Context: an optimization exercise on an open-source flow, tuned for small area. The choices shown serve that exercise and are no tape-out recipe. Only simulation tests tie the RTL to the original design; equivalence was not proved. No activity file was given, so power comes from the tool's default toggle rates.

**flow/config.mk**
```make
export PLATFORM = sky130hd
export DESIGN_NAME = lc3_mem_responder
export DESIGN_NICKNAME = lc3_mem_responder
export VERILOG_FILES = /design/flow/design.v
export SDC_FILE = /design/flow/constraint.sdc
export NUM_CORES = 4
export LEC_CHECK = 0
export CAP_MARGIN = 40
export CORE_MARGIN = 2
export CORE_UTILIZATION = 30
export PLACE_DENSITY = 0.4
export SLEW_MARGIN = 40
```
**flow/constraint.sdc**
```tcl
create_clock -name core_clock -period 8.0 [get_ports {clock}]
set_input_delay 1.6000 -clock core_clock [delete_from_list [all_inputs] [get_ports {clock}]]
set_output_delay 1.6000 -clock core_clock [all_outputs]
set_load 0.01 [all_outputs]
```
**flow/design.v**
```verilog
package lc3_mem_pkg;
   localparam int WORD_W  = 16;
   localparam int CNT_W   = 4;
   localparam int LAT_MAX = 15;
   typedef enum logic [0:0] {ST_IDLE = 1'b0, ST_BUSY = 1'b1} state_e;
endpackage
import lc3_mem_pkg::*;
module lc3_mem_port_fsm
#(
   parameter int LAT = 0,
   parameter int P_W = 8
)(
   input  logic           clock,
   input  logic           reset,
   input  logic           i_req,
   input  logic [P_W-1:0] i_payload,
   output logic           o_fire,
   output logic [P_W-1:0] o_payload,
   output logic           o_complete
);
   localparam logic [0:0] IDLE = ST_IDLE;
   localparam logic [0:0] BUSY = ST_BUSY;
   if (LAT < 0 || LAT > LAT_MAX) begin : g_lat_chk
      $error("lc3_mem_port_fsm: LAT out of range 0..15");
   end
   logic [0:0]       r_state;
   logic [CNT_W-1:0] r_cnt;
   logic [P_W-1:0]   r_payload;
   logic             r_complete;
   assign o_fire     = (r_state == BUSY) && (r_cnt == '0);
   assign o_payload  = r_payload;
   assign o_complete = r_complete;
   always_ff @(posedge clock or posedge reset) begin
      if (reset) begin
         r_state    <= IDLE;
         r_cnt      <= '0;
         r_payload  <= '0;
         r_complete <= 1'b0;
      end else begin
         r_complete <= o_fire;
         if (r_state == IDLE) begin
            if (i_req) begin
               r_payload <= i_payload;
               r_cnt     <= CNT_W'(LAT);
               r_state   <= BUSY;
            end
         end else if (o_fire) begin
            r_state <= IDLE;
         end else begin
            r_cnt <= r_cnt - 1'b1;
         end
      end
   end
endmodule
import lc3_mem_pkg::*;
module lc3_mem_responder
#(
   parameter int ADDR_W    = 8,
   parameter int INSTR_LAT = 0,
   parameter int DATA_LAT  = 1
)(
   input  logic                 clock,
   input  logic                 reset,
   input  logic [WORD_W-1:0]    pc,
   input  logic                 instrmem_rd,
   output logic [WORD_W-1:0]    Instr_dout,
   output logic                 complete_instr,
   input  logic                 Data_req,
   input  logic                 Data_rd,
   input  logic [WORD_W-1:0]    Data_addr,
   input  logic [WORD_W-1:0]    Data_din,
   output logic [WORD_W-1:0]    Data_dout,
   output logic                 complete_data,
   input  logic                 load_en,
   input  logic [ADDR_W-1:0]    load_addr,
   input  logic [WORD_W-1:0]    load_data
);
   localparam int D_W = 1 + WORD_W + ADDR_W;
   logic              w_i_fire;
   logic [ADDR_W-1:0] w_i_addr;
   logic              w_d_fire;
   logic [D_W-1:0]    w_d_payload;
   logic              w_d_rd;
   logic [WORD_W-1:0] w_d_din;
   logic [ADDR_W-1:0] w_d_addr;
   logic [WORD_W-1:0] r_mem [2**ADDR_W];
   logic [WORD_W-1:0] r_instr;
   logic [WORD_W-1:0] r_data;
   assign {w_d_rd, w_d_din, w_d_addr} = w_d_payload;
   assign Instr_dout = r_instr;
   assign Data_dout  = r_data;
   lc3_mem_port_fsm #(.LAT(INSTR_LAT), .P_W(ADDR_W)) u_instr (
      .clock      (clock),
      .reset      (reset),
      .i_req      (instrmem_rd),
      .i_payload  (pc[ADDR_W-1:0]),
      .o_fire     (w_i_fire),
      .o_payload  (w_i_addr),
      .o_complete (complete_instr)
   );
   lc3_mem_port_fsm #(.LAT(DATA_LAT), .P_W(D_W)) u_data (
      .clock      (clock),
      .reset      (reset),
      .i_req      (Data_req),
      .i_payload  ({Data_rd, Data_din, Data_addr[ADDR_W-1:0]}),
      .o_fire     (w_d_fire),
      .o_payload  (w_d_payload),
      .o_complete (complete_data)
   );
   always_ff @(posedge clock) begin
      if (load_en) r_mem[load_addr] <= load_data;
      if (w_d_fire && !w_d_rd) r_mem[w_d_addr] <= w_d_din;
   end
   always_ff @(posedge clock or posedge reset) begin
      if (reset) begin
         r_instr <= '0;
         r_data  <= '0;
      end else begin
         if (w_i_fire) r_instr <= r_mem[w_i_addr];
         if (w_d_fire && w_d_rd) r_data <= r_mem[w_d_addr];
      end
   end
endmodule
```
**flow/run.sh**
```bash
#!/bin/bash
# synth_recipe.tcl (not shown) runs the flow's synth.tcl, then flattens the netlist and writes it again
# the make line also repeats each setting of config.mk as NAME=value (left out here)
make -C /OpenROAD-flow-scripts/flow DESIGN_CONFIG=/design/flow/config.mk WORK_HOME=/design/flow/orfs CLKGATE_MAP_FILE= SYNTH_SCRIPT=/design/flow/synth_recipe.tcl finish
```
==> notes.md, run 1 <==
- Final setup TNS: 0 ns
- Post-Place Setup Slack: 2.47 ns
- Clock-pin slew on the worst setup and hold paths: 0.06 ns
- Worst-skew pair later-pin latency: 1.17 ns
- # resized after CTS: 0
- Cell class contributing the biggest share of worst-path delay: compound AO/OA/AOI/OAI gates
- Worst Max-Slew Pin Slew: 1.15 ns
- Filler Cell Count: between 70,000 and 80,000
- Clock root cell: clkbuf_16
- Post-synth EDFFs: between 4,000 and 5,000
- Post-CTS Hold Fix Bufs: 0
- CTS Buffer Depth: 4
- Setup crit start: u_data.r_payload[1]
- Ys Warns: 3
- Synthesized Nets: approximately 16,000
- WL final: 1,450,000 microns
- WP buf/inv: 3
- LEAKAGE: about 90 nW
- H-tree Lvls: 6
- Post-synthesis instance total: 16,000
- Worst R2R Start: u_data.r_payload[1]
- Most common cell after layout, fill and taps aside: edfxtp_1
- Startpoint class of the critical path: register
- Layout net count: ~16,000
- Total die area: 825,000 sq um
- Max FO, Critical Path: 50
- Largest net degree at the start of global routing: 110
- Initial antenna violation count: 232
- Setup WS post-layout: approximately 2.2 ns
- Sequential share of the synthesized area: 0.509
- Final Hold Viols: 0
- Gr ovfl total: 0
- Max-Cap Viols: 0
- Final Setup Violations: 0
- Tot GR Track Use: 0.340
- P&R area growth vs syn: 14.8%
- Initial DRT Pass Iterations: 8
- Final period utilization: 0.729
- CP Cell Sequence: buf_12 -> buf_12 -> mux2i_1 -> a22oi_1 -> buf_4 -> a22oi_1 -> o221ai_1 -> nor3_1 -> nand4_1 -> o32a_1
- Critical Path Max Stage Delay: 0.87 ns
- Die Height: between 900 and 1000 microns
- Std cell rows: around 330
- Worst vdd ir: 338 uV
- CP max stage cell: dfrtp_4
- Core footprint: 816,000 sq um
- DP HPWL: 995,000 microns
- Top FF cell, synth: edfxtp_1
- First-pass GRT wire length: 1,840,000 microns
- Worst Hold Class: reg -> reg
- Number of library cell types mapped by synthesis: 87
- Vias after detailed routing: 177,000
- Vias in the first global route: 163,000
- Cell Pwr Density: 310 nW/um^2
- Min-delay src: u_instr.r_cnt[0]
- Post-route ant nets: 0
- Postcts setup bufs: 0
- Routed len/inst: 53.6 microns
- Vias per cell: 6.51
- Status: no timing/DRC/antenna violations
- Critical path arrival: ~7 ns
- Minimum clock period: 5.83 ns
- Crit Path Class: reg -> reg
- Layout Skew: 0.0738 ns
- Commonest non-fill, non-tap cells in the layout: 4,096 x edfxtp_1, 4,073 x mux2_2, 1,660 x mux4_2, 840 x mux2i_1, 839 x buf_4
- DRT iter0 DRCs: 30,000
- Seq cells post-synth: ~4,200
- Port bufs: 95
- CTS Buf Count: 556
- Netlist Area Pre-Place: between 200,000 and 250,000 sq um
- Residual DRC: 0
- Die Width: ~900 microns
- Routability cong.: 1.02
- Starting Density: 0.301
- Setup crit end kind: register
- Max_slew headroom: 0.234
- CP Data Required Time: 9.05 ns
- Clk sink count: between 4,000 and 5,000
- Fmax: 171 MHz
- Layout cells sized above 1: 0.514
- CTS tree: yes
- Fin. max-slew vios: 0
- Top Ports: 112
- Synthesized area per cell: about 15 sq um
- Unrepaired setup endpoints after global routing: false
- FFs w/ async S/R, synth: 0.0185
[worst register-to-register path, delay by kind of cell, from the launching register on]
kind	cells	cell delay (ns)
muxes	1	0.64
buffers and inverters	3	1.21
DFF	1	0.87
AOI/OAI and AO/OA	4	1.82
and+or+nand+nor	2	1.19
[flip-flops by register name (all words and copies together), names as in the netlist]
name	count
r_instr	16
u_instr.r_cnt	4
u_instr.r_state	1
u_data.r_complete	1
u_data.r_cnt	4
u_data.r_payload	25
u_instr.r_complete	1
r_data	16
r_mem	4096
u_instr.r_payload	8
u_data.r_state	1
[cell usage after synthesis, drive strengths merged (6+ instances only)]
cell     number  share of area
nand3b        8        0.00024
inv          18        0.00028
nor4         46         0.0014
mux2       4124           0.19
o21a          7        0.00021
a311oi        9        0.00032
o221ai      118         0.0042
buf         784          0.018
a21oi       204         0.0042
nand4bb       6        0.00028
and2         20        0.00051
a211o        15        0.00054
mux2i       864          0.035
a2111oi      37         0.0013
mux4       1662           0.15
o21ai       290         0.0059
nor3         70         0.0014
nor2b        26        0.00066
o2111ai      17        0.00061
nand4        53         0.0014
a32oi        34         0.0012
nor2        253         0.0040
or3           8        0.00020
a211oi      109         0.0033
nor4b         8        0.00031
dfrtp        77         0.0078
a221oi       19        0.00068
nand2       592         0.0097
a22oi       396          0.012
nand3       170         0.0035
and3         23        0.00059
nand2b       24        0.00061
o22ai       358         0.0091
or4          17        0.00052
a31oi        49         0.0012
edfxtp     4096           0.50
clkbuf     1259          0.019
o211ai       32        0.00098
o31ai         9        0.00028
a22o         45         0.0016
[where the power goes]
group	internal [mW]	switching [mW]
logic	9.85	27.5
registers	24.2	1.54
clock network	13.3	10.9
[per-stage QoR]
stage	hold slack, ns	instances	power (mW)	util	cell area (sq um)
global placement	0.524	25900	61.0	0.320	261000
finish	0.528	27100	87.3	0.345	282000
detailed placement	0.512	26000	61.6	0.324	264000
CTS	0.526	26900	85.6	0.344	281000
floorplan	0.476	16000	40.7	-	245000
global route	0.554	27000	87.2	0.345	282000
[cells by family after synthesis]
family / Yosys count / synth area share
flops: 4173 / 0.509
mux: 6650 / 0.377
xor+xnor: 2 / 0.0000714
compound gates: 1791 / 0.0495
buf+inv: 2062 / 0.0380
fa+ha+maj: 2 / 0.000102
simple gates: 1354 / 0.0264
[layout make-up]
cell class                 instances  area (sq um)  share of cell area
clock buffer                     729         14700              0.0521
multi-input combinational       9799        115000               0.408
antenna                          187           468             0.00166
timing repair buffer            1130         11100              0.0395
clock inverter                   245          1950             0.00693
inverter                          19          98.8            0.000351
tap                            10900         13600              0.0482
sequential                      4173        125000               0.444
[layer usage]
layer  vias up  wire [microns]  global-route usage
li1      64900               -                   -
met1     96700          559000               0.433
met2     12200          606000               0.485
met3      2802          168000               0.121
met4        56          119000               0.225
met5         -            1510              0.0106
[final timing paths]
path,end,slack (ns),cells past startpoint
max in group asynchronous,u_instr.r_payload[0],5.69,4
setup / recovery,r_data[2],2.17,10
min in group asynchronous,u_data.r_complete,0.99,2
hold reg to reg,u_instr.r_cnt[0],0.53,1
hold / removal,u_instr.r_cnt[0],0.53,1
setup reg to reg,r_data[2],2.17,10
==> run 2, diff against run 1 <==
--- a/flow/design.v
+++ b/flow/design.v
@@ -111,13 +111,21 @@
       if (load_en) r_mem[load_addr] <= load_data;
       if (w_d_fire && !w_d_rd) r_mem[w_d_addr] <= w_d_din;
    end
+   logic [ADDR_W-1:0] w_ra;
+   logic [WORD_W-1:0] w_rdata;
+   logic [WORD_W-1:0] r_d_hold;
+   assign w_ra    = w_i_fire ? w_i_addr : w_d_addr;
+   assign w_rdata = r_mem[w_ra];
+   always_ff @(posedge clock) begin
+      r_d_hold <= (load_en && load_addr == w_d_addr) ? load_data : w_rdata;
+   end
    always_ff @(posedge clock or posedge reset) begin
       if (reset) begin
          r_instr <= '0;
          r_data  <= '0;
       end else begin
-         if (w_i_fire) r_instr <= r_mem[w_i_addr];
-         if (w_d_fire && w_d_rd) r_data <= r_mem[w_d_addr];
+         if (w_i_fire) r_instr <= w_rdata;
+         if (w_d_fire && w_d_rd) r_data <= w_i_fire ? r_d_hold : w_rdata;
       end
    end
 endmodule
--- a/flow/config.mk
+++ b/flow/config.mk
@@ -5,8 +5,11 @@
 export SDC_FILE = /design/flow/constraint.sdc
 export NUM_CORES = 4
 export LEC_CHECK = 0
-export CAP_MARGIN = 40
+export CAP_MARGIN = 20
 export CORE_MARGIN = 2
 export CORE_UTILIZATION = 30
+export CTS_BUF_LIST = sky130_fd_sc_hd__clkbuf_16
+export CTS_CLUSTER_DIAMETER = 80
+export CTS_CLUSTER_SIZE = 20
 export PLACE_DENSITY = 0.4
-export SLEW_MARGIN = 40
+export SLEW_MARGIN = 20
==> notes.md, run 2 <==
- Minimum clock period: 7.50 ns
- Final setup TNS: 0 ns
- First-pass GRT wire length: 1,350,000 microns
- Gr ovfl total: 0
- FFs w/ async S/R, synth: 0.0184
- Post-route ant nets: 0
- # resized after CTS: 0
- Total die area: 729,000 sq um
- Crit Path Class: reg -> reg
- P&R area growth vs syn: 12.6%
- Most used cell, CP: buf_4
- Port bufs: 95
- Cell class contributing the biggest share of worst-path delay: simple AND/OR/NAND/NOR gates
- Max_slew headroom: 0.131
- DRT iter0 DRCs: 18,200
- Starting Density: 0.301
- Clk sink count: 4,189
- Most frequent cells after synthesis: 4,117 x mux2_2, 4,096 x edfxtp_1, 2,463 x nand2_1, 1,406 x clkbuf_1, 647 x a21oi_1
- Routability cong.: between 0.8 and 0.9
- Critical Path Max Stage Delay: 0.99 ns
- Synth area leader: edfxtp_1
- Ys Warns: 3
- Layout cells sized above 1: 0.385
- Initial antenna violation count: ~110
- Layout Skew: 0.0919 ns
- Number of library cell types mapped by synthesis: 80
- Core footprint: approximately 700,000 sq um
- Status: no timing/DRC/antenna violations
- Worst-skew pair later-pin latency: 1.09 ns
- Setup crit end kind: register
- Clock-pin slew on the worst setup and hold paths: 0.09 ns
- Post-synthesis instance total: 16,500
- Most common cell after layout, fill and taps aside: mux2_2
- Vias after detailed routing: 148,000
- Post-synth EDFFs: 4,096
- Met3 WL: 69,100 microns
- Metal2 WL: 459,000 microns
- Worst Hold Class: reg -> reg
- Die Height: 854 microns
- Std cell rows: 312
- Fin. max-slew vios: 0
- Residual DRC: 0
- Initial DRT Pass Iterations: 9
- WL final: about 1,000,000 microns
- H-tree Lvls: 5
- Synth area leaders: edfxtp_1 57%, mux2_2 21%, nand2_1 4.3%
- Post-Place Cells: between 20,000 and 30,000
- Unrepaired setup endpoints after global routing: false
- CP Cell Sequence: inv_1 -> ha_1 -> nand4bb_4 -> inv_4 -> mux2i_4 -> buf_4 -> buf_4 -> nor2_4 -> a32oi_1 -> a31oi_1 -> nor4_1 -> nor3_1 -> o21ai_1 -> buf_4 -> or4b_1 -> a21oi_1
- Routed len/inst: 39.1 microns
- Commonest non-fill, non-tap cells in the layout: 4,109 x mux2_2, 4,096 x edfxtp_1, 2,430 x nand2_1, 779 x buf_4, 647 x a21oi_1
- Top Ports: 112
- Final Hold Viols: 0
- Synthesized Nets: 16,500
- Largest reg by FF count: r_mem
- Postcts setup bufs: 0
- Largest net degree at the start of global routing: 139
- Seq cells post-synth: 4,189
- Cell Pwr Density: 296 nW/um^2
- Max reg flops: 4,096
- Worst Max-Slew Pin Slew: roughly 1.3 ns
- Met1 WL: 443,000 microns
- Final period utilization: 0.938
- Non-filler instance count after layout: between 20,000 and 30,000
- Worst vdd ir: 285 uV
- DP HPWL: 618,000 microns
- Max-Cap Viols: 0
- Layout net count: 16,000
- Max FO, Critical Path: 39
- Pwr Total: 72.1 mW
- CP Data Required Time: around 9 ns
- Startpoint class of the critical path: register
- Final Setup Violations: 0
- Hold slack: around 0.45 ns
- Largest regs: r_mem: 4096 flops, u_data.r_payload: 25 flops
- Final Instance Area: 244,000 sq um
- Netlist Area Pre-Place: 217,000 sq um
- Most instantiated library cell after synthesis: mux2_2
- CTS Buffer Depth: 4
- Tot GR Track Use: 0.268
- Post-CTS Hold Fix Bufs: 0
- CTS Buf Count: 338
- LEAKAGE: 80.6 nW
- Clock root cell: clkbuf_16
- Vias per cell: 5.73
- CTS tree: yes
- Die Width: between 800 and 900 microns
- Critical path arrival: 8.52 ns
- CP max stage cell: nor4_1
- Area share of the largest cell type after synthesis: 0.568
- WP buf/inv: 5
- Vias in the first global route: 141,000
- Synthesized area per cell: between 10 and 15 sq um
- Fmax: 133 MHz
- Top layer in use: met5
- Top FF cell, synth: edfxtp_1
- Area after DPL: 232,000 sq um
- Sequential share of the synthesized area: 0.578
-- run 2: cell types whose count changed after synthesis, sizes merged, moves of 81 or more --
| cell | change |
|---|---|
| a211oi | -81 |
| a21oi | +443 |
| a22oi | -340 |
| buf | -310 |
| clkbuf | +148 |
| mux2i | -290 |
| mux4 | -1485 |
| nand2 | +1871 |
| nand3 | +456 |
| nor4 | +97 |
| o22ai | -109 |
-- run 2: tightest hold or removal path, cell delays in order (launching register included) --
cell and delay, ns:
dfxtp_1 0.30, nand3_1 0.06, nand3_1 0.07
-- run 2: layout make-up --
cell class	count	area (sq um)
Fill cell	71300	477000
Sequential cell	4189	125000
Multi-Input combinational cell	10400	85700
Tap cell	9577	12000
Timing Repair Buffer	979	8950
Clock buffer	346	8660
Clock inverter	270	3110
Antenna cell	48	120
Inverter	9	38.8
-- run 2: final timing paths --
path / cells past startpoint / to / slack, ns / start
min in group asynchronous: 2 / r_data[14] / 0.97 / reset
hold reg to reg: 2 / r_data[5] / 0.45 / r_d_hold[5]
hold / removal: 2 / r_data[5] / 0.45 / r_d_hold[5]
max in group asynchronous: 3 / u_data.r_payload[18] / 5.70 / reset
setup / recovery: 16 / r_data[9] / 0.50 / u_instr.r_cnt[0]
setup reg to reg: 16 / r_data[9] / 0.50 / u_instr.r_cnt[0]
-- run 2: cells by family (layout without fill, tap and decap cells) --
group,Yosys count,count (layout),share of synthesized area
and+or+nand+nor,3669,3669,0.0714
AOI/OAI and AO/OA,1828,1828,0.0523
buffers and inverters,1890,1604,0.0385
adders and majority gates,2,2,0.000115
DFF,4189,4189,0.578
other,0,48,0
muxes,4869,4869,0.259
xor gates and xnor gates,9,9,0.000364
-- run 2: metrics by stage --
step                 util  setup slack, ns
floorplan               -             3.91
global placement    0.321            0.808
detailed placement  0.321            0.790
CTS                 0.338            0.766
global route        0.338            0.660
finish              0.338            0.500
-- run 2: where the power goes --
part | leakage, nW | internal, mW | switching, mW
clock network | 5.77 | 9.07 | 9.97
logic | 36.9 | 6.57 | 21.2
registers | 37.9 | 24.3 | 0.989
total | 80.6 | 40.0 | 32.1
-- run 2: metal layers --
metal,up-vias,GRT usage
li1,61000,-
met1,79700,0.377
met2,5886,0.422
met3,1083,0.0420
met4,24,0.0862
met5,-,0
==> run 3, diff against run 2 <==
--- a/flow/config.mk
+++ b/flow/config.mk
@@ -9,7 +9,7 @@
 export CORE_MARGIN = 2
 export CORE_UTILIZATION = 30
 export CTS_BUF_LIST = sky130_fd_sc_hd__clkbuf_16
-export CTS_CLUSTER_DIAMETER = 80
-export CTS_CLUSTER_SIZE = 20
+export CTS_CLUSTER_DIAMETER = 85
+export CTS_CLUSTER_SIZE = 22
 export PLACE_DENSITY = 0.4
 export SLEW_MARGIN = 20
==> notes.md, run 3 <==
- Layout Skew: 0.0595 ns
- Number of library cell types mapped by synthesis: 80
- Gr ovfl total: 0
- Vias in the first global route: 140,000
- Seq cells post-synth: 4,189
- Total die area: 729,000 sq um
- Layout cells sized above 1: 0.382
- Complex-gate fraction of the synthesized area: 0.0523
- Postcts setup bufs: 0
- CP max stage cell: nor4_1
- # resized after CTS: 0
- Critical path arrival: about 8 ns
- Clk sink count: approximately 4,200
- Sequential share of the synthesized area: 0.578
- Netlist Area Pre-Place: 217,000 sq um
- Most instantiated library cell after synthesis: mux2_2
- Post-synthesis instance total: 16,500
- Crit Path Class: reg -> reg
- Top FF cell, synth: edfxtp_1
- Largest net degree at the start of global routing: 139
- Cell Pwr Density: approximately 290 nW/um^2
- P&R area growth vs syn: 11.8%
- H-tree Lvls: 5
- Cell class contributing the biggest share of worst-path delay: simple AND/OR/NAND/NOR gates
- SO Faults: slew limit
- Multiplexer share of the synthesized area: 0.259
- CTS tree: yes
- Starting Density: 0.301
- Most frequent cells after synthesis: 4,117 x mux2_2, 4,096 x edfxtp_1, 2,463 x nand2_1, 1,406 x clkbuf_1, 647 x a21oi_1
- LEAKAGE: 79.8 nW
- Worst vdd ir: 281 uV
- CTS Buf Count: around 300
- Layout net count: 15,900
- Post-CTS Hold Fix Bufs: 0
- Synthesized Nets: 16,500
- DRT iter0 DRCs: 18,400
- Initial DRT Pass Iterations: 6
- Filler Cell Count: 71,300
- Routability cong.: around 0.84
- Ys Warns: 3
- Fmax: 140 MHz
- Setup crit end kind: register
- Worst-skew pair later-pin latency: 1.03 ns
- Most common cell after layout, fill and taps aside: mux2_2
- Post-route ant nets: 0
- WL final: slightly above 1,000,000 microns
- Max_slew headroom: -0.0310
- Non-filler instance count after layout: around 26,000
- Worst Max-Slew Pin Slew: 1.55 ns
- Core footprint: 721,000 sq um
- Max reg flops: 4,096
- Largest reg by FF count: r_mem
- FFs w/ async S/R, synth: 0.0184
- Initial antenna violation count: 122
- Clock root cell: clkbuf_16
- CTS Buffer Depth: 4
- Synth area leader: edfxtp_1
- DP HPWL: 618,000 microns
- WP buf/inv: 5
- Largest family of logic cells by synthesized area: multiplexers
- Post-synth EDFFs: 4,096
- Status: finished with violations
- Std cell rows: 312
- Vias per cell: 5.72
- Tot GR Track Use: 0.267
- Startpoint class of the critical path: register
- Top Ports: 112
- Most used cell, CP: buf_4
- Final Setup Violations: 0
- Area share of the largest cell type after synthesis: 0.568
- Commonest non-fill, non-tap cells in the layout: 4,109 x mux2_2, 4,096 x edfxtp_1, 2,430 x nand2_1, 779 x buf_4, 647 x a21oi_1
- Final Hold Viols: 0
- Vias after detailed routing: approximately 150k
- Clock-pin slew on the worst setup and hold paths: about 0.10 ns
- Residual DRC: 0
- Share of the core filled with cells: 0.336
- Adder-cell share of the synthesized area: 0.000116
- First-pass GRT wire length: 1,350,000 microns
- Max-Cap Viols: 0
- Critical Path Max Stage Delay: 0.93 ns
- Die Height: between 800 and 900 microns
- Hold slack: 0.471 ns
- Routed len/inst: 39.3 microns
- Post-Place Cells: 25,100
- Final period utilization: 0.894
- CP Cell Sequence: inv_1 -> ha_1 -> nand4bb_4 -> inv_4 -> mux2i_4 -> buf_4 -> buf_4 -> nor2_4 -> a32oi_1 -> a31oi_1 -> nor4_1 -> nor3_1 -> o21ai_2 -> buf_4 -> or4b_1 -> a21oi_1
- Port bufs: 95
- Synthesized area per cell: 13.2 sq um
- Synth Area in XOR/XNOR: 0.000364
- Die Width: between 800 and 900 microns
- Fin. max-slew vios: 38
- Synth area leaders: edfxtp_1 57%, mux2_2 21%, nand2_1 4.3%
- CP Data Required Time: 8.95 ns
- Largest regs: r_mem: 4096 flops, u_data.r_payload: 25 flops
- Max FO, Critical Path: 39
- Final setup TNS: 0 ns
- Minimum clock period: 7.15 ns
- Unrepaired setup endpoints after global routing: false
- Worst Hold Class: reg -> reg
- Post-synthesis simple-gate area fraction: 0.0714
run 3: cell counts after synthesis:
Identical to the previous run, type by type.
run 3: per-stage QoR:
step	power [mW]	worst slack [ns]	instance area, sq um
4_1_cts	70.4	0.743	242000
6_report	70.5	0.845	242000
3_3_place_gp	53.1	0.808	231000
5_1_grt	71.9	0.885	242000
3_5_place_dp	53.1	0.790	232000
2_1_floorplan	37.8	3.91	217000
run 3: path summary, 6_finish.rpt:
check	startpoint	to	slack [ns]	cells after the start
worst max-delay path	u_instr.r_cnt[0]	r_data[9]	0.85	16
max in group asynchronous	reset	u_data.r_payload[23]	5.67	3
min in group asynchronous	reset	u_instr.r_cnt[2]	1.02	2
worst min-delay path	r_d_hold[5]	r_data[5]	0.47	2
worst max register to register	u_instr.r_cnt[0]	r_data[9]	0.85	16
worst min register to register	r_d_hold[5]	r_data[5]	0.47	2
run 3: metal layers:
layer  global-route usage  wire length (microns)  vias to the layer above
li1                     -                      -                    60800
met1                0.376                 442000                    79500
met2                0.422                 460000                     5655
met3               0.0430                  68500                     1072
met4               0.0852                  37900                       34
met5                    0                    227                        -
run 3: power breakdown:
| part | internal (mW) | switching, mW |
|---|---|---|
| combinational | 6.57 | 21.2 |
| clock | 8.02 | 9.41 |
| sequential | 24.3 | 0.987 |
run 3: area by class of cell:
| cell class | count | area, sq um | area share |
|---|---|---|---|
| tap | 9577 | 12000 | 0.0495 |
| inverter | 9 | 38.8 | 0.000160 |
| antenna | 38 | 95.1 | 0.000393 |
| timing repair buffer | 977 | 8910 | 0.0368 |
| clock inverter | 225 | 2470 | 0.0102 |
| sequential | 4189 | 125000 | 0.517 |
| multi-input combinational | 10400 | 85700 | 0.354 |
| clock buffer | 308 | 7710 | 0.0318 |
run 3: cell families after synthesis:
| group | count (synthesis) |
|---|---|
| buf+inv | 1890 |
| compound gates | 1828 |
| mux | 4869 |
| flops | 4189 |
| simple gates | 3669 |
| fa+ha+maj | 2 |
| xor+xnor | 9 |
run 3: worst reg2reg max path, cell delays in order (launching register included):
cell       delay [ns]
dfrtp_1          0.42
inv_1            0.07
ha_1             0.24
nand4bb_4        0.28
inv_4            0.71
mux2i_4          0.38
buf_4            0.34
buf_4            0.64
nor2_4           0.41
a32oi_1          0.69
a31oi_1          0.33
nor4_1           0.93
nor3_1           0.17
o21ai_2          0.66
buf_4            0.23
or4b_1           0.44
a21oi_1          0.15
==> run 4, diff against run 3 <==
==> flow/config.mk (replaced) <==
export PLATFORM = sky130hd
export DESIGN_NAME = lc3_mem_responder
export DESIGN_NICKNAME = lc3_mem_responder
export VERILOG_FILES = /design/flow/design.v
export SDC_FILE = /design/flow/constraint.sdc
export NUM_CORES = 4
export LEC_CHECK = 0
export CAP_MARGIN = 10
export CORE_MARGIN = 2
export CORE_UTILIZATION = 30
export CTS_BUF_LIST = sky130_fd_sc_hd__clkbuf_16
export CTS_CLUSTER_DIAMETER = 80
export CTS_CLUSTER_SIZE = 20
export PLACE_DENSITY = 0.4
export SLEW_MARGIN = 10
==> notes.md, run 4 <==
- Number of library cell types mapped by synthesis: 80
- Synth area leaders: edfxtp_1 57%, mux2_2 21%, nand2_1 4.3%
- Clk sink count: 4,189
- Die Height: 854 microns
- Most common cell after layout, fill and taps aside: mux2_2
- Die Width: 854 microns
- Clk network pwr share: 0.266
- CP Data Required Time: 9.02 ns
- Final Hold Viols: 0
- Filler Cell Count: approximately 70,000
- Worst Hold Depth: 2
- Largest family of logic cells by synthesized area: multiplexers
- Post-CTS Hold Fix Bufs: 0
- Worst Max-Slew Pin Slew: 1.63 ns
- Worst-skew pair later-pin latency: 1.10 ns
- Std cell rows: approximately 310
- Area share of the largest cell type after synthesis: 0.568
- Sequential cell fraction of total power: 0.351
- Max reg flops: 4,096
- Part of the power in combinational logic: 0.383
- Fmax: approximately 130 MHz
- Total die area: roughly 730,000 sq um
- Worst R2R Start: u_instr.r_cnt[0]
- Netlist Area Pre-Place: 217,000 sq um
- Sequential share of the synthesized area: 0.578
- FFs w/ async S/R, synth: 0.0184
- Tot GR Track Use: 0.268
- LEAKAGE: 80.5 nW
- Seq cells post-synth: 4,189
- Sequential cell area: 125,000 sq um
- Layout Skew: around 0.085 ns
- Final setup TNS: 0 ns
- Area after DPL: 231,000 sq um
- First-pass GRT wire length: 1,350,000 microns
- Max_slew headroom: -0.0866
- Core footprint: 721,000 sq um
- Setup WS post-layout: 0.342 ns
- Clock root cell: clkbuf_16
- Hold EP: r_data[5]
- Post-Place Setup Slack: 0.795 ns
- GR Util met1: 0.374
- Top Ports: 112
- Final Instance Area: about 240,000 sq um
- Synth area leader: edfxtp_1
- # resized after CTS: 0
- DP HPWL: ~600,000 microns
- Residual DRC: 0
- Most frequent cells after synthesis: 4,117 x mux2_2, 4,096 x edfxtp_1, 2,463 x nand2_1, 1,406 x clkbuf_1, 647 x a21oi_1
- Initial DRT Pass Iterations: 6
- Critical path arrival: slightly below 9 ns
- Initial antenna violation count: 100
- Internal power: 40.0 mW
- Post-route ant nets: 0
- Starting Density: 0.301
- Cell Pwr Density: 296 nW/um^2
- Layout net count: 16,000
- WL final: about 1,000,000 microns
- Met2 Use GR: 0.420
- Synthesized area per cell: 13.2 sq um
- Vias in the first global route: roughly 140k
- Startpoint class of the critical path: register
- Post-synth EDFFs: 4,096
- Met3 global-route usage: 0.0448
- Post-synthesis simple-gate area fraction: 0.0714
- RR Endpoint: r_data[9]
- Ys Warns: 3
- Max-Cap Viols: 2
- Min-delay src: r_d_hold[5]
- Adder-cell share of the synthesized area: 0.000116
- Worst vdd ir: about 260 uV
- Largest reg by FF count: r_mem
- Routability cong.: 0.842
- CTS Buf Count: between 300 and 400
- H-tree Lvls: 5
- Largest net degree at the start of global routing: 139
- Synthesized Nets: 16,500
- Gr busiest metal: met2
- CTS Buffer Depth: 4
- Clock-pin slew on the worst setup and hold paths: 0.09 ns
- Largest regs: r_mem: 4096 flops, u_data.r_payload: 25 flops
- Share of the core filled with cells: 0.338
- P&R area growth vs syn: 12.3%
- Fin. max-slew vios: 47
- Synth Area in XOR/XNOR: 0.000364
- Complex-gate fraction of the synthesized area: 0.0523
- Vias after detailed routing: around 150k
- Status: finished with violations
- Vias per cell: 5.72
- Commonest non-fill, non-tap cells in the layout: 4,109 x mux2_2, 4,096 x edfxtp_1, 2,440 x nand2_1, 777 x buf_4, 647 x a21oi_1
- DRT iter0 DRCs: 17,600
- Sw Ratio: 0.446
- Max FO, Critical Path: 39
- SO Faults: capacitance limit, slew limit
- FF-to-FF path depth: 16
- Postcts setup bufs: 0
- Most instantiated library cell after synthesis: mux2_2
- Crit Path Class: reg -> reg
- Post-synthesis instance total: 16,500
- Top FF cell, synth: edfxtp_1
- Reg-to-reg setup timing slack: 0.34 ns
- Unrepaired setup endpoints after global routing: false
- Final Setup Violations: 0
- Hold slack: 0.460 ns
- Layout cells sized above 1: 0.383
- Port bufs: 95
- Worst Hold Class: reg -> reg
- Multiplexer share of the synthesized area: 0.259
- Minimum clock period: 7.66 ns
- CTS tree: yes
- Final period utilization: 0.957
- Switching power: 32.2 mW
- Routed len/inst: about 40 microns
- Setup crit end kind: register
- Area of the multi-input gates: 85,300 sq um
- Gr ovfl total: 0
## run 4: cell counts after synthesis
Identical to the previous run, type by type.
## run 4: power groups by stage
stage          Sequential [mW]  Clock (mW)  Combinational, mW
2_1_floorplan             25.0           0               12.8
6_report                  25.3        19.2               27.7
4_1_cts                   25.3        19.5               27.3
3_3_place_gp              25.8           0               27.3
3_5_place_dp              25.8           0               27.3
5_1_grt                   25.3        20.2               28.1
## run 4: how the worst max path moves through the flow
stage,startpoint,to,cells after the start
after detailed placement,u_instr.r_cnt[0],r_data[9],16
after floorplan,load_addr[7],r_mem[177][0],5
after global placement,u_instr.r_cnt[0],r_data[9],16
final,u_instr.r_cnt[0],r_data[9],16
after CTS,u_instr.r_cnt[0],r_data[9],16
after global routing,u_instr.r_cnt[0],r_data[9],16
## run 4: kinds of logic (layout without fill, tap and decap cells)
family                     Yosys count  count (layout)
buffers and inverters             1890            1594
adders and majority gates            2               2
muxes                             4869            4869
AOI/OAI and AO/OA                 1828            1828
DFF                               4189            4189
and+or+nand+nor                   3669            3669
other                                0              31
xor gates and xnor gates             9               9
## run 4: layout make-up
cell class              instances  share of cell area
diodes                         31            0.000319
clock buffers                 350              0.0360
multi-input cells           10400               0.351
repair buffers                962              0.0357
flip-flops and latches       4189               0.515
well taps                    9577              0.0492
clock inverters               273              0.0129
inverters                       9            0.000159
## run 4: critical path: stages (launching register included)
cell,delay (ns)
dfrtp_1,0.41
inv_1,0.08
ha_1,0.24
nand4bb_4,0.27
inv_4,0.67
mux2i_4,0.38
buf_4,0.34
buf_4,0.61
nor2_4,0.38
a32oi_1,0.69
a31oi_1,0.33
nor4_1,0.99
nor3_1,0.14
o21ai_1,1.17
buf_4,0.27
or4b_1,0.44
a21oi_1,0.15
## run 4: stage by stage
step	instances	power, mW
after floorplan	16500	37.8
after global placement	25100	53.1
after detailed placement	25100	53.1
after CTS	25700	72.1
after global routing	25700	73.6
final	25800	72.1
## run 4: layer usage
layer | routed length [microns] | up-vias
met1 | 441000 | 79700
met4 | 41500 | 28
li1 | - | 60900
met5 | 192 | -
met3 | 69100 | 1223
met2 | 458000 | 5581

-- afterwards: timing with drivers on the ports --
The results above use ideal ports. As a check the final layouts listed here were re-extracted and re-timed, cells and wires unchanged.
Step 1: set_driving_cell puts a clkbuf_16 on clock and a buf_2 on each other input, an assumption about the parent block.
Step 2 also shifts input and output timing later by t, the mid clock arrival at the registers, as if the neighbouring blocks saw the same clock.
a / b / c = ideal ports / drivers / drivers and shift; a / b = the first two.
run	t, ns	setup slack, ns	worst data-port slew with drivers (ns)
run 1	1.281	2.167 / 2.167 / 1.895	0.44
run 2	1.183	0.500 / 0.500 / 0.500	0.34
run 3	1.151	0.845 / 0.845 / 0.845	0.35
run 4	1.196	0.342 / 0.342 / 0.342	0.34
The setup slack of run 1, which loses most, moves by 0.000 ns with the drivers and by -0.272 ns with both steps.
